From an optimization exercise on the open Yosys and OpenROAD flow, aimed at small area and a short achievable clock period; shortcuts taken in it are not production practice.
In this exercise RTL edits were held to simulation tests only and were not proved equivalent to the original.

`flow/design.v`:
```
package aes_gf_pkg;
	typedef logic [8-1:0] gf_byte_t;
	typedef logic [3:0] gf_nibble_t;
	typedef logic [1:0] gf_pair_t;
	typedef logic [(16/4)*8-1:0] aes_column_t;
	typedef logic [16*8-1:0] aes_state_t;
	typedef struct packed {
		gf_nibble_t val;
		gf_pair_t sum;
		logic hi;
		logic lo;
		logic all;
	} gf_nibble_sf_t;
	function automatic gf_pair_t gf2_sq(gf_pair_t a);
		gf2_sq = {a[0], a[1]};
	endfunction
	function automatic gf_pair_t gf2_muls(gf_pair_t a, logic ab, gf_pair_t b, logic cd);
		logic abcd;
		abcd = ~(ab & cd);
		gf2_muls = {~(a[1] & b[1]) ^ abcd, ~(a[0] & b[0]) ^ abcd};
	endfunction
	function automatic gf_pair_t gf2_muls_scl(gf_pair_t a, logic ab, gf_pair_t b, logic cd);
		logic t;
		t = ~(a[0] & b[0]);
		gf2_muls_scl = {~(ab & cd) ^ t, ~(a[1] & b[1]) ^ t};
	endfunction
	function automatic gf_nibble_sf_t gf4_factors(gf_nibble_t x);
		gf_nibble_sf_t f;
		f.val = x;
		f.sum = x[3:2] ^ x[1:0];
		f.hi = x[3] ^ x[2];
		f.lo = x[1] ^ x[0];
		f.all = f.sum[1] ^ f.sum[0];
		gf4_factors = f;
	endfunction
	function automatic gf_nibble_t gf4_muls(gf_nibble_sf_t x, gf_nibble_sf_t y);
		gf_pair_t ph;
		gf_pair_t pl;
		gf_pair_t p;
		ph = gf2_muls(x.val[3:2], x.hi, y.val[3:2], y.hi);
		pl = gf2_muls(x.val[1:0], x.lo, y.val[1:0], y.lo);
		p = gf2_muls_scl(x.sum, x.all, y.sum, y.all);
		gf4_muls = {ph ^ p, pl ^ p};
	endfunction
	function automatic gf_nibble_t gf4_inv(gf_nibble_t x);
		gf_pair_t a;
		gf_pair_t b;
		gf_pair_t c;
		gf_pair_t d;
		logic sa;
		logic sb;
		logic sd;
		a = x[3:2];
		b = x[1:0];
		sa = a[1] ^ a[0];
		sb = b[1] ^ b[0];
		c = {~(a[1] | b[1]) ^ ~(sa & sb), ~(sa | sb) ^ ~(a[0] & b[0])};
		d = gf2_sq(c);
		sd = d[1] ^ d[0];
		gf4_inv = {gf2_muls(d, sd, b, sb), gf2_muls(d, sd, a, sa)};
	endfunction
	function automatic gf_byte_t gf_select_not(gf_byte_t a, gf_byte_t b, logic s);
		gf_select_not = ~(s ? a : b);
	endfunction
	function automatic gf_byte_t xtime(gf_byte_t b);
		xtime = {b[8-2:0], 1'b0} ^ (8'h1b & {8{b[8-1]}});
	endfunction
endpackage
package aes_round_pkg;
	typedef struct packed {
		logic valid;
		logic decrypt;
		logic skip_mix;
	} round_ctrl_t;
	typedef struct packed {
		round_ctrl_t ctrl;
		logic [16*8-1:0] state;
	} round_stage_t;
endpackage
module aes_row_shifter (
	input logic i_clk,
	input logic i_rst,
	input logic i_valid,
	input logic i_decrypt,
	input logic i_skip_mix,
	input aes_gf_pkg::aes_state_t i_state,
	output aes_round_pkg::round_stage_t o_stage
);
	localparam int ROWS = 16 / 4;
	localparam int COLS = 4;
	localparam int BW = 8;
	aes_gf_pkg::aes_state_t shifted;
	always_comb
	begin
		for (int c = 0; c < COLS; c++)
		begin
			for (int r = 0; r < ROWS; r++)
			begin
				if (i_decrypt)
					shifted[(16-1-(c*ROWS+r))*BW +: BW] =
						i_state[(16-1-(((c+COLS-r)%COLS)*ROWS+r))*BW +: BW];
				else
					shifted[(16-1-(c*ROWS+r))*BW +: BW] =
						i_state[(16-1-(((c+r)%COLS)*ROWS+r))*BW +: BW];
			end
		end
	end
	always_ff @(posedge i_clk)
	begin
		o_stage.state <= shifted;
		o_stage.ctrl.decrypt <= i_decrypt;
		o_stage.ctrl.skip_mix <= i_skip_mix;
		if (i_rst)
			o_stage.ctrl.valid <= 1'b0;
		else
			o_stage.ctrl.valid <= i_valid;
	end
endmodule
module aes_gf256_inverter (
	input logic i_clk,
	input aes_gf_pkg::gf_byte_t i_elem,
	output aes_gf_pkg::gf_byte_t o_inv
);
	aes_gf_pkg::gf_nibble_sf_t a;
	aes_gf_pkg::gf_nibble_sf_t b;
	aes_gf_pkg::gf_nibble_t c;
	logic c1;
	logic c2;
	logic c3;
	aes_gf_pkg::gf_nibble_t d;
	aes_gf_pkg::gf_nibble_sf_t a_q;
	aes_gf_pkg::gf_nibble_sf_t b_q;
	aes_gf_pkg::gf_nibble_t d_q;
	aes_gf_pkg::gf_nibble_sf_t d_sf;
	aes_gf_pkg::gf_nibble_t p;
	aes_gf_pkg::gf_nibble_t q;
	assign a = aes_gf_pkg::gf4_factors(i_elem[7:4]);
	assign b = aes_gf_pkg::gf4_factors(i_elem[3:0]);
	assign c1 = ~(a.hi & b.hi);
	assign c2 = ~(a.sum[0] & b.sum[0]);
	assign c3 = ~(a.all & b.all);
	assign c[3] = ~(a.sum[0] | b.sum[0]) ^ ~(a.val[3] & b.val[3]) ^ c1 ^ c3;
	assign c[2] = ~(a.sum[1] | b.sum[1]) ^ ~(a.val[2] & b.val[2]) ^ c1 ^ c2;
	assign c[1] = ~(a.lo | b.lo) ^ ~(a.val[1] & b.val[1]) ^ c2 ^ c3;
	assign c[0] = ~(a.val[0] | b.val[0]) ^ ~(a.lo & b.lo) ^ ~(a.sum[1] & b.sum[1]) ^ c2;
	assign d = aes_gf_pkg::gf4_inv(c);
	always_ff @(posedge i_clk)
	begin
		a_q <= a;
		b_q <= b;
		d_q <= d;
	end
	assign d_sf = aes_gf_pkg::gf4_factors(d_q);
	assign p = aes_gf_pkg::gf4_muls(d_sf, b_q);
	assign q = aes_gf_pkg::gf4_muls(d_sf, a_q);
	assign o_inv = {p, q};
endmodule
module aes_sbox_lane (
	input logic i_clk,
	input logic i_decrypt,
	input aes_gf_pkg::gf_byte_t i_byte,
	output aes_gf_pkg::gf_byte_t o_byte
);
	logic [9:1] r;
	logic [10:1] t;
	aes_gf_pkg::gf_byte_t in_enc;
	aes_gf_pkg::gf_byte_t in_dec;
	aes_gf_pkg::gf_byte_t in_sel;
	aes_gf_pkg::gf_byte_t inv;
	aes_gf_pkg::gf_byte_t out_enc;
	aes_gf_pkg::gf_byte_t out_dec;
	logic decrypt_q;
	assign r[1] = i_byte[7] ^ i_byte[5];
	assign r[2] = i_byte[7] ~^ i_byte[4];
	assign r[3] = i_byte[6] ^ i_byte[0];
	assign r[4] = i_byte[5] ~^ r[3];
	assign r[5] = i_byte[4] ^ r[4];
	assign r[6] = i_byte[3] ^ i_byte[0];
	assign r[7] = i_byte[2] ^ r[1];
	assign r[8] = i_byte[1] ^ r[3];
	assign r[9] = i_byte[3] ^ r[8];
	assign in_enc = {r[7] ~^ r[8], r[5], i_byte[1] ^ r[4], r[1] ~^ r[3],
		i_byte[1] ^ r[2] ^ r[6], ~i_byte[0], r[4], i_byte[2] ~^ r[9]};
	assign in_dec = {r[2], i_byte[4] ^ r[8], i_byte[6] ^ i_byte[4], r[9],
		i_byte[6] ~^ r[2], r[7], i_byte[4] ^ r[6], i_byte[1] ^ r[5]};
	assign in_sel = aes_gf_pkg::gf_select_not(in_enc, in_dec, ~i_decrypt);
	aes_gf256_inverter u_inverter (
		.i_clk(i_clk),
		.i_elem(in_sel),
		.o_inv(inv)
	);
	always_ff @(posedge i_clk)
		decrypt_q <= i_decrypt;
	assign t[1] = inv[7] ^ inv[3];
	assign t[2] = inv[6] ^ inv[4];
	assign t[3] = inv[6] ^ inv[0];
	assign t[4] = inv[5] ~^ inv[3];
	assign t[5] = inv[5] ~^ t[1];
	assign t[6] = inv[5] ~^ inv[1];
	assign t[7] = inv[4] ~^ t[6];
	assign t[8] = inv[2] ^ t[4];
	assign t[9] = inv[1] ^ t[2];
	assign t[10] = t[3] ^ t[5];
	assign out_enc = {t[4], t[1], t[3], t[5], t[2] ^ t[5], t[3] ^ t[8], t[7], t[9]};
	assign out_dec = {inv[4] ~^ inv[1], inv[1] ^ t[10], inv[2] ^ t[10], inv[6] ~^ inv[1],
		t[8] ^ t[9], inv[7] ~^ t[7], t[6], ~inv[2]};
	assign o_byte = aes_gf_pkg::gf_select_not(out_enc, out_dec, ~decrypt_q);
endmodule
module aes_column_mixer (
	input logic i_clk,
	input logic i_rst,
	input aes_round_pkg::round_ctrl_t i_ctrl,
	input aes_gf_pkg::aes_state_t i_bytes,
	output logic o_valid,
	output aes_gf_pkg::aes_state_t o_state
);
	localparam int ROWS = 16 / 4;
	localparam int BW = 8;
	localparam int COL_W = ROWS * BW;
	aes_round_pkg::round_ctrl_t ctrl_q;
	aes_gf_pkg::aes_state_t mixed;
	always_ff @(posedge i_clk)
	begin
		if (i_rst)
			ctrl_q <= '0;
		else
			ctrl_q <= i_ctrl;
	end
	always_comb
	begin
		aes_gf_pkg::aes_column_t col;
		aes_gf_pkg::aes_column_t col_out;
		aes_gf_pkg::gf_byte_t s [ROWS];
		aes_gf_pkg::gf_byte_t x2 [ROWS];
		aes_gf_pkg::gf_byte_t x4 [ROWS];
		aes_gf_pkg::gf_byte_t x8 [ROWS];
		aes_gf_pkg::gf_byte_t fwd;
		aes_gf_pkg::gf_byte_t inv;
		int r1;
		int r2;
		int r3;
		for (int c = 0; c < 4; c++)
		begin
			col = i_bytes[(4-1-c)*COL_W +: COL_W];
			for (int r = 0; r < ROWS; r++)
			begin
				s[r] = col[(ROWS-1-r)*BW +: BW];
				x2[r] = aes_gf_pkg::xtime(s[r]);
				x4[r] = aes_gf_pkg::xtime(x2[r]);
				x8[r] = aes_gf_pkg::xtime(x4[r]);
			end
			for (int r = 0; r < ROWS; r++)
			begin
				r1 = (r + 1) % ROWS;
				r2 = (r + 2) % ROWS;
				r3 = (r + 3) % ROWS;
				fwd = x2[r] ^ x2[r1] ^ s[r1] ^ s[r2] ^ s[r3];
				inv = (x8[r] ^ x4[r] ^ x2[r]) ^ (x8[r1] ^ x2[r1] ^ s[r1])
					^ (x8[r2] ^ x4[r2] ^ s[r2]) ^ (x8[r3] ^ s[r3]);
				if (ctrl_q.skip_mix)
					col_out[(ROWS-1-r)*BW +: BW] = s[r];
				else if (ctrl_q.decrypt)
					col_out[(ROWS-1-r)*BW +: BW] = inv;
				else
					col_out[(ROWS-1-r)*BW +: BW] = fwd;
			end
			mixed[(4-1-c)*COL_W +: COL_W] = col_out;
		end
	end
	always_ff @(posedge i_clk)
	begin
		o_state <= mixed;
		if (i_rst)
			o_valid <= 1'b0;
		else
			o_valid <= ctrl_q.valid;
	end
endmodule
module aes_round_core (
	input logic i_clk,
	input logic i_rst,
	input logic i_valid,
	input logic i_decrypt,
	input logic i_skip_mix,
	input aes_gf_pkg::aes_state_t i_state,
	output logic o_valid,
	output aes_gf_pkg::aes_state_t o_state
);
	localparam int BW = 8;
	aes_round_pkg::round_stage_t stage1;
	aes_gf_pkg::aes_state_t lane_bytes;
	aes_row_shifter u_shifter (
		.i_clk(i_clk),
		.i_rst(i_rst),
		.i_valid(i_valid),
		.i_decrypt(i_decrypt),
		.i_skip_mix(i_skip_mix),
		.i_state(i_state),
		.o_stage(stage1)
	);
	for (genvar k = 0; k < 16; k++)
	begin : g_lane
		aes_sbox_lane u_lane (
			.i_clk(i_clk),
			.i_decrypt(stage1.ctrl.decrypt),
			.i_byte(stage1.state[(16-1-k)*BW +: BW]),
			.o_byte(lane_bytes[(16-1-k)*BW +: BW])
		);
	end
	aes_column_mixer u_mixer (
		.i_clk(i_clk),
		.i_rst(i_rst),
		.i_ctrl(stage1.ctrl),
		.i_bytes(lane_bytes),
		.o_valid(o_valid),
		.o_state(o_state)
	);
endmodule
```
`flow/run.sh`:
```
#!/bin/bash
# synth_recipe.tcl (not shown) runs the flow's synth.tcl, then flattens the netlist and writes it again
# the make line also repeats each setting of config.mk as NAME=value (left out here)
make -C /OpenROAD-flow-scripts/flow DESIGN_CONFIG=/design/flow/config.mk WORK_HOME=/design/flow/orfs CLKGATE_MAP_FILE= SYNTH_SCRIPT=/design/flow/synth_recipe.tcl finish
```
`flow/config.mk`:
```
export PLATFORM = sky130hd
export DESIGN_NAME = aes_round_core
export DESIGN_NICKNAME = aes_round_core
export VERILOG_FILES = /design/flow/design.v
export SDC_FILE = /design/flow/constraint.sdc
export NUM_CORES = 4
export LEC_CHECK = 0
export CAP_MARGIN = 20
export CORE_MARGIN = 2
export CORE_UTILIZATION = 40
export SLEW_MARGIN = 20
```
`flow/constraint.sdc`:
```
create_clock -name core_clock -period 5.5 [get_ports {i_clk}]
set_input_delay 1.1000 -clock core_clock [delete_from_list [all_inputs] [get_ports {i_clk}]]
set_output_delay 1.1000 -clock core_clock [all_outputs]
set_load 0.01 [all_outputs]
```
==> impl_results.md <==
* Filler cells at 12179
* Number of DRC markers in iteration 0 at 2686
* Global-route usage over all layers at 0.202
* Area delta synth->final at 14.4%
* WHS Endpoint: u_mixer.o_valid
* Vias per inst at 5.16
* Unrepaired setup endpoints after global routing: no
* Main synth FF type: dfxtp_1
* Hold Buf Count CTS at 0
* WP data required at approximately 6000 ps
* Die area at 0.132 mm^2
* Hold WC Path Type: register to register
* First-pass DRT Iterations at 6
* CP Cell Sequence: xor2_2 -> mux2i_1 -> o22ai_1 -> xnor2_1 -> xor2_1 -> xnor3_1 -> nand2_1 -> xnor2_1 -> xnor2_2 -> xnor3_1 -> xor2_1 -> nand2_1 -> xnor2_1 -> mux2i_1
* Initial antenna violation count at 7
* Worst setup margin at between 600 and 700 ps
* CTS resizes at 0
* Worst-path clk slew at 60 ps
* Syn Area/Cell at 8.51 um^2
* Crit start category: register
* CP arrival at around 5400 ps
* DP HPWL at 106000 um
* Hold slack at 443 ps
* Io pins at 262
* Vias in the first global route at 38436
* Tmin final at a little under 5000 ps
* Initial core utilization at 0.404
* Outcome: timing/DRC/antenna clean
* N_diodes at 0
* Post-synthesis mux area share at 0.0799
* Post-CTS setup buffer count at 0
* RR Startpoint: g_lane[11].u_lane.u_inverter.d_q[2]
* Worst Hold Depth at 1
* Hold Crit Start: u_mixer.ctrl_q[2]
* Worst skew pair latency at 680 ps
* Endpoint class of the critical path: register
* Routed WL at about 140000 um
* Main combinational cell family by area after synthesis: XOR/XNOR gates
* I/O Buffers at around 260
* Seq/Total Area, Yosys at 0.239
* Largest net degree at the start of global routing at 83
* DRT antenna net count at 0
* Root Driver: clkbuf_16
* Synthesized area at 0.0516 mm^2
* DR WL/cell at around 17 um
* Asr flop ratio synth at 0
* CTS tree: built
* Post-synth EDFFs at 0
* Via count at 41120
* RD Place Congestion at 0.943
* H-tree depth at 3
* Post-place setup slack at roughly 680 ps
* CP Max Fanout at 10
* Mapped Cells at 6066
* Commonest non-fill, non-tap cell in the layout: xnor2_1
* Congestion Overflow GR at 0
* Reg2reg path depth at 14
* Tcrit/Tclk final at 0.885
* Slowest-stage cell, CP: xnor2_1
* DRC at 0
* Post-synthesis compound-gate area fraction at 0.147
* First-pass GRT wire length at roughly 210000 um
* Final Hold Fails at 0
* Count of final setup violators at 0
* Max-Cap Viols at 0
* Slew Limit Fails at 0
* Setup Total Neg Slack at 0 ps
* # nets final at 6381
* Vert. Die Dim at 363 um
* Seq cells post-synth at 616
* Die width at 363 um
* Sink Count at 616
* CP max stage delay at roughly 700 ps
* Most common cell on crit path: xnor2_1
* Layout cells sized above 1 at 0.0957
* Crit Path Class: register to register
* Reg2Reg Setup Slack at about 630 ps
* Post-synthesis xor/xnor area fraction at 0.383
* Syn Nets at around 6200
* Core Area at ~0.13 mm^2
* Yosys warning count at 8
* Clock skew at around 33 ps
* Final core utilization at 0.462
* Simple-gate share of the synthesized area at 0.112
* Post-Synth Adder-Cell Area at 0.000194
* Max Buffers Root-to-Sink at 3
* Post-synth cell types at 90
* Total CTS buffers at 80
* Commonest non-fill, non-tap cells in the layout: xnor2_1 (1255), xor2_1 (680), dfxtp_1 (612), nand2_1 (512), nor2_1 (401)
* RR Endpoint: u_mixer.o_state[52]
* FP Rows at approximately 130
* Highest clock rate at between 200 and 250 MHz
* Measured slew at the worst slew-check pin at around 1100 ps
* Max-slew headroom at 0.247
[state kept, by name, summed over array words and instances, names as in the netlist]
name	cells
g_lane.u_lane.u_inverter.d_q	64
g_lane.u_lane.u_inverter.b_q	144
u_mixer.ctrl_q	3
g_lane.u_lane.decrypt_q	1
u_mixer.o_valid	1
u_shifter.o_stage	131
u_mixer.o_state	128
g_lane.u_lane.u_inverter.a_q	144
[layout make-up]
| cell class | instances | area [um^2] | share of cell area |
|---|---|---|---|
| Clock inverter | 40 | 531 | 0.00898 |
| Sequential cell | 616 | 12300 | 0.209 |
| Clock buffer | 105 | 2270 | 0.0384 |
| Tap cell | 1662 | 2080 | 0.0352 |
| Inverter | 163 | 616 | 0.0104 |
| Timing Repair Buffer | 433 | 3940 | 0.0667 |
| Multi-Input combinational cell | 4954 | 37300 | 0.631 |
[layer usage]
layer	vias to the layer above	part of all wire	global-route usage
met4	0	0.025	0.0617
li1	20767	-	-
met1	19225	0.47	0.277
met5	-	0	0
met3	172	0.062	0.0357
met2	956	0.44	0.321
[worst max-delay path by stage]
stage	from	end	slack (ps)
after floorplan	g_lane[14].u_lane.u_inverter.d_q[2]	u_mixer.o_state[3]	1180
after global placement	g_lane[12].u_lane.u_inverter.d_q[3]	u_mixer.o_state[17]	730
after detailed placement	g_lane[12].u_lane.u_inverter.d_q[3]	u_mixer.o_state[17]	680
after CTS	g_lane[12].u_lane.u_inverter.d_q[3]	u_mixer.o_state[17]	670
after global routing	g_lane[11].u_lane.u_inverter.d_q[2]	u_mixer.o_state[52]	210
final	g_lane[11].u_lane.u_inverter.d_q[2]	u_mixer.o_state[52]	630
[Yosys cell counts (8+ instances only)]
master / n / share of area
buf_2: 50 / 0.0048
mux2i_1: 181 / 0.035
dfxtp_1: 616 / 0.24
xor2_1: 683 / 0.12
inv_1: 156 / 0.011
a21o_1: 46 / 0.0067
nor3b_1: 10 / 0.0015
and3_1: 15 / 0.0018
buf_1: 35 / 0.0025
xnor3_1: 55 / 0.024
or3_1: 14 / 0.0017
a41oi_1: 14 / 0.0024
a22oi_1: 90 / 0.013
xnor2_1: 1255 / 0.21
xor2_2: 19 / 0.0060
nand3b_1: 9 / 0.0013
nor2_1: 401 / 0.029
o21ai_0: 326 / 0.032
o21ai_1: 17 / 0.0016
a2bb2oi_1: 14 / 0.0024
a21oi_1: 344 / 0.033
o221ai_1: 19 / 0.0032
a211oi_1: 28 / 0.0041
nand2_1: 512 / 0.037
mux4_2: 14 / 0.0061
nand3_1: 37 / 0.0036
a32o_1: 14 / 0.0027
o211ai_1: 8 / 0.0012
a22o_1: 82 / 0.014
and2_1: 11 / 0.0013
clkbuf_1: 232 / 0.017
o32ai_1: 12 / 0.0020
xor3_1: 15 / 0.0069
xnor2_2: 40 / 0.013
nor3_1: 67 / 0.0065
o22ai_1: 93 / 0.011
nand2b_1: 86 / 0.010
nor2b_1: 94 / 0.011
mux2_2: 163 / 0.036
a31oi_1: 57 / 0.0069
[cell families (layout without fill, tap and decap cells)]
kind of cell / after synthesis / after routing
AO/OA/AOI/OAI: 1220 / 1220
flip-flops: 616 / 616
AND/OR/NAND/NOR: 1288 / 1288
multiplexers: 368 / 368
buffers and inverters: 496 / 741
XOR/XNOR: 2077 / 2077
adder cells (fa/ha/maj): 1 / 1
[metrics by stage]
step / cells / cell area, um^2
after global routing: 7973 / 59100
final: 7973 / 59100
after CTS: 7973 / 59100
after detailed placement: 7828 / 56300
after floorplan: 6066 / 51600
after global placement: 7828 / 56300
[worst max-delay path: cells and delay by family, from the launching register on]
family | cells | cell delay [ps]
AOI/OAI and AO/OA | 1 | 170
xor gates and xnor gates | 9 | 3410
DFF | 1 | 570
muxes | 2 | 350
and+or+nand+nor | 2 | 190

[re-timing with driven ports]
No port has a modelled driver above. Below, the same layout with a new extraction and two added sets of constraints. Step 1 sets driving cells, clkbuf_16 on the clock port and buf_2 on the other inputs (assumed; they add their load-dependent delay and slew). Step 2 also shifts input and output timing later by t, the mid clock arrival at the registers, as if the neighbouring blocks saw the same clock. Slacks: ideal ports / drivers / drivers and shift; pairs: ideal ports / drivers.
t, ns: 0.728
slack for setup (ns): 0.635 / 0.635 / 0.635
clock arrival spread, ns: 0.035 / 0.035
cell pins on the clock port's net: 1
After both steps this run still meets setup and hold. The setup slack of this run moves by 0.000 ns with the drivers and by 0.000 ns with both steps.
